Context: an optimization exercise on an open-source flow, tuned for small area. The choices shown serve that exercise and are no tape-out recipe. At most, simulation tests tie the RTL to the original design; equivalence was not proved. Power figures rest on the tool's default switching activity, not on a simulated workload.

Setup of run A:
## lx_bus_bridge
module lx_bus_bridge (
  input  logic                clock,
  input  logic                reset,
  input  lx_bus_pkg::msg_t    bus_msg_in,
  input  lx_bus_pkg::addr_t   bus_address_in,
  input  lx_bus_pkg::beat_t   bus_data_in,
  input  logic                req_ready,
  output lx_bus_pkg::msg_t    bus_msg_out,
  output lx_bus_pkg::addr_t   bus_address_out,
  output lx_bus_pkg::beat_t   bus_data_out,
  input  lx_bus_pkg::msg_t    cache_msg_in,
  input  lx_bus_pkg::line_t   cache_data_in,
  output lx_bus_pkg::msg_t    cache_msg_out,
  output lx_bus_pkg::addr_t   cache_address_out,
  output lx_bus_pkg::line_t   cache_data_out
);
Size: ~500 I/O pins, about 0.0068 mm^2 of cells after synthesis.
==> module lx_bus_bridge, before the edit <==
module lx_bus_bridge (
  input  logic                clock,
  input  logic                reset,
  input  lx_bus_pkg::msg_t    bus_msg_in,
  input  lx_bus_pkg::addr_t   bus_address_in,
  input  lx_bus_pkg::beat_t   bus_data_in,
  input  logic                req_ready,
  output lx_bus_pkg::msg_t    bus_msg_out,
  output lx_bus_pkg::addr_t   bus_address_out,
  output lx_bus_pkg::beat_t   bus_data_out,
  input  lx_bus_pkg::msg_t    cache_msg_in,
  input  lx_bus_pkg::line_t   cache_data_in,
  output lx_bus_pkg::msg_t    cache_msg_out,
  output lx_bus_pkg::addr_t   cache_address_out,
  output lx_bus_pkg::line_t   cache_data_out
);
  logic rd_wait;     
  logic wb_wait;     
  logic beat0;       
  logic beat1;       
  logic resp_a;      
  logic resp_s;      
  logic [63:0] hi, lo;
  lx_bus_pkg::addr_t addr_n;   
  logic bus_req, rd_resp, wb_resp, bus_on, busy, accept, rd_hold, hold_next;
  assign bus_req = bus_msg_in[0] | bus_msg_in[1];
  assign rd_resp = cache_msg_in[0] | cache_msg_in[2];
  assign wb_resp = cache_msg_in[0];
  assign bus_on  = resp_a | resp_s;   
  assign rd_hold   = beat0 & beat1;
  assign hold_next = ((beat1 & bus_on) | rd_hold) & bus_req;
  assign busy    = rd_wait | wb_wait | beat0 | beat1 | bus_on;
  assign accept  = ~busy & req_ready & bus_req;
  always_ff @(posedge clock) begin
    if (reset) begin
      rd_wait <= 1'b0;
      wb_wait <= 1'b0;
      beat0   <= 1'b0;
      beat1   <= 1'b0;
      resp_a  <= 1'b0;
      resp_s  <= 1'b0;
    end else begin
      rd_wait <= (accept & bus_msg_in[0]) | (rd_wait & ~rd_resp);
      beat0   <= (accept & ~bus_msg_in[0]) | (rd_wait & rd_resp) | hold_next;
      beat1   <= (beat0 & ~beat1) | hold_next;
      wb_wait <= (beat1 & ~beat0 & ~bus_on) | (wb_wait & ~wb_resp);
      resp_a  <= (rd_wait & rd_resp & ~cache_msg_in[2]) | (wb_wait & wb_resp)
               | (resp_a & (beat0 | (~beat1 & bus_req)));
      resp_s  <= (rd_wait & rd_resp & cache_msg_in[2]) | (resp_s & beat0);
    end
  end
  always_ff @(posedge clock) begin
    if (~busy) addr_n <= ~bus_address_in;
  end
  logic take;
  assign take = ~rd_wait & ~wb_wait;
  always_ff @(posedge clock) begin
    if (reset) begin
      hi <= '0;
      lo <= '0;
    end else begin
      hi <= ({64{rd_wait}} & cache_data_in[127:64]) | ({64{take}} & bus_data_in) | ({64{wb_wait}} & hi);
      lo <= ({64{rd_wait}} & cache_data_in[63:0])   | ({64{take}} & hi)          | ({64{wb_wait}} & lo);
    end
  end
  logic cache_on;
  assign cache_on = rd_wait | wb_wait;
  assign bus_msg_out       = lx_bus_pkg::msg_t'({1'b0, resp_s, resp_a, resp_a});
  assign bus_address_out   = ~(addr_n | {32{~bus_on}});
  assign bus_data_out      = lo;
  assign cache_msg_out     = lx_bus_pkg::msg_t'({2'b00, wb_wait, rd_wait});
  assign cache_address_out = {~(addr_n[31:2] | {30{~cache_on}}), 2'b00};
  assign cache_data_out    = {hi, lo};
endmodule
Settings: LEC_CHECK=0, CAP_MARGIN=20, CORE_AREA=5 5 175 175, DIE_AREA=0 0 180 180, PLACE_DENSITY=0.85, SLEW_MARGIN=20; clock period 5.0 ns.
standard.sh (not shown) runs the stock make flow with config.mk's settings and CLKGATE_MAP_FILE= SYNTH_SCRIPT=/design/flow/synth_recipe.tcl, a recipe that flattens the netlist after the stock synthesis.
==> flow/flow/run.sh <==
#!/bin/bash
# Standard ORFS layout with three changes:
#  - port buffers made from the smallest buffer cell,
#  - a clock tree of clkbuf_4/8 without dummy loads,
#  - a222.tcl remaps the line register's select gates before floorplanning,
#  - one tie cell drives every constant output.
set -o pipefail
export BUFFER_PORTS_ARGS="-buffer_cell sky130_fd_sc_hd__buf_1"
export CTS_ARGS="-sink_clustering_enable -repair_clock_nets -dont_use_dummy_load -buf_list {sky130_fd_sc_hd__clkbuf_4 sky130_fd_sc_hd__clkbuf_8}"
export SKIP_REPAIR_TIE_FANOUT=1
export PRE_FLOORPLAN_TCL="$(pwd)/flow/a222.tcl"
bash standard.sh > standard.log 2>&1
Other scripts of this flow, unchanged in this note and not shown: flow/flow/a222.tcl
Run A has completed all stages; timing, DRC and antenna checks passed.
[inputs] run B vs run A
-- flow/design.v --
<<< run A, line 41
  logic resp_s;      
  logic [63:0] hi, lo;
  lx_bus_pkg::addr_t addr_n;   
  logic bus_req, rd_resp, wb_resp, bus_on, busy, accept, rd_hold, hold_next;
  assign bus_req = bus_msg_in[0] | bus_msg_in[1];
>>> run B, line 41
  logic resp_s;      
  logic [63:0] hi, lo;
  lx_bus_pkg::addr_t addr;
  logic bus_req, rd_resp, wb_resp, bus_on, busy, accept, rd_hold, hold_next;
  assign bus_req = bus_msg_in[0] | bus_msg_in[1];
<<< run A, line 70
  end
  always_ff @(posedge clock) begin
    if (~busy) addr_n <= ~bus_address_in;
  end
  logic take;
>>> run B, line 70
  end
  always_ff @(posedge clock) begin
    if (~busy) addr <= bus_address_in;
  end
  logic take;
<<< run A, line 86
  assign cache_on = rd_wait | wb_wait;
  assign bus_msg_out       = lx_bus_pkg::msg_t'({1'b0, resp_s, resp_a, resp_a});
  assign bus_address_out   = ~(addr_n | {32{~bus_on}});
  assign bus_data_out      = lo;
  assign cache_msg_out     = lx_bus_pkg::msg_t'({2'b00, wb_wait, rd_wait});
  assign cache_address_out = {~(addr_n[31:2] | {30{~cache_on}}), 2'b00};
  assign cache_data_out    = {hi, lo};
endmodule
>>> run B, line 86
  assign cache_on = rd_wait | wb_wait;
  assign bus_msg_out       = lx_bus_pkg::msg_t'({1'b0, resp_s, resp_a, resp_a});
  assign bus_address_out   = addr & {32{bus_on}};
  assign bus_data_out      = lo;
  assign cache_msg_out     = lx_bus_pkg::msg_t'({2'b00, wb_wait, rd_wait});
  assign cache_address_out = {addr[31:2] & {30{cache_on}}, 2'b00};
  assign cache_data_out    = {hi, lo};
endmodule
Results
- On post-layout utilization of the core, run A tracks run B almost exactly.
- Run B vs. run A: number of buffers and inverters on the critical path shows a reduction of 1; number of global-route vias before repair level.
- On number of vias per cell, the lower figure sits with run A, not run B.
- Taking run A as the reference, in run B part of the power in combinational logic flat, total leakage power down about 7%, non-filler instance count after layout down 38.
- Timing endpoint of the critical path: cache_address_out[17] -> run A, cache_address_out[10] -> run B
For run A, only the layout was checked, not whether the RTL still works.

[afterwards: timing with drivers on the ports]
Ports are ideal in the flow. The routed layouts listed here were re-timed in OpenROAD. Step 1 assumes that a clkbuf_16 drives the clock port and a buf_2 every other input. Step 2 also shifts input and output timing later by t, the mid clock arrival at the registers, as if the neighbouring blocks saw the same clock. Slacks: ideal ports / drivers / drivers and shift; pairs: ideal ports / drivers.
| run | t, ns | setup slack, ns | worst setup path at the end |
|---|---|---|---|
| run A | 0.470 | 1.986 / 1.950 / 2.356 | input to register |
| run B | 0.461 | 1.969 / 1.931 / 2.392 | register to output |
After both steps every run listed still meets setup and hold.
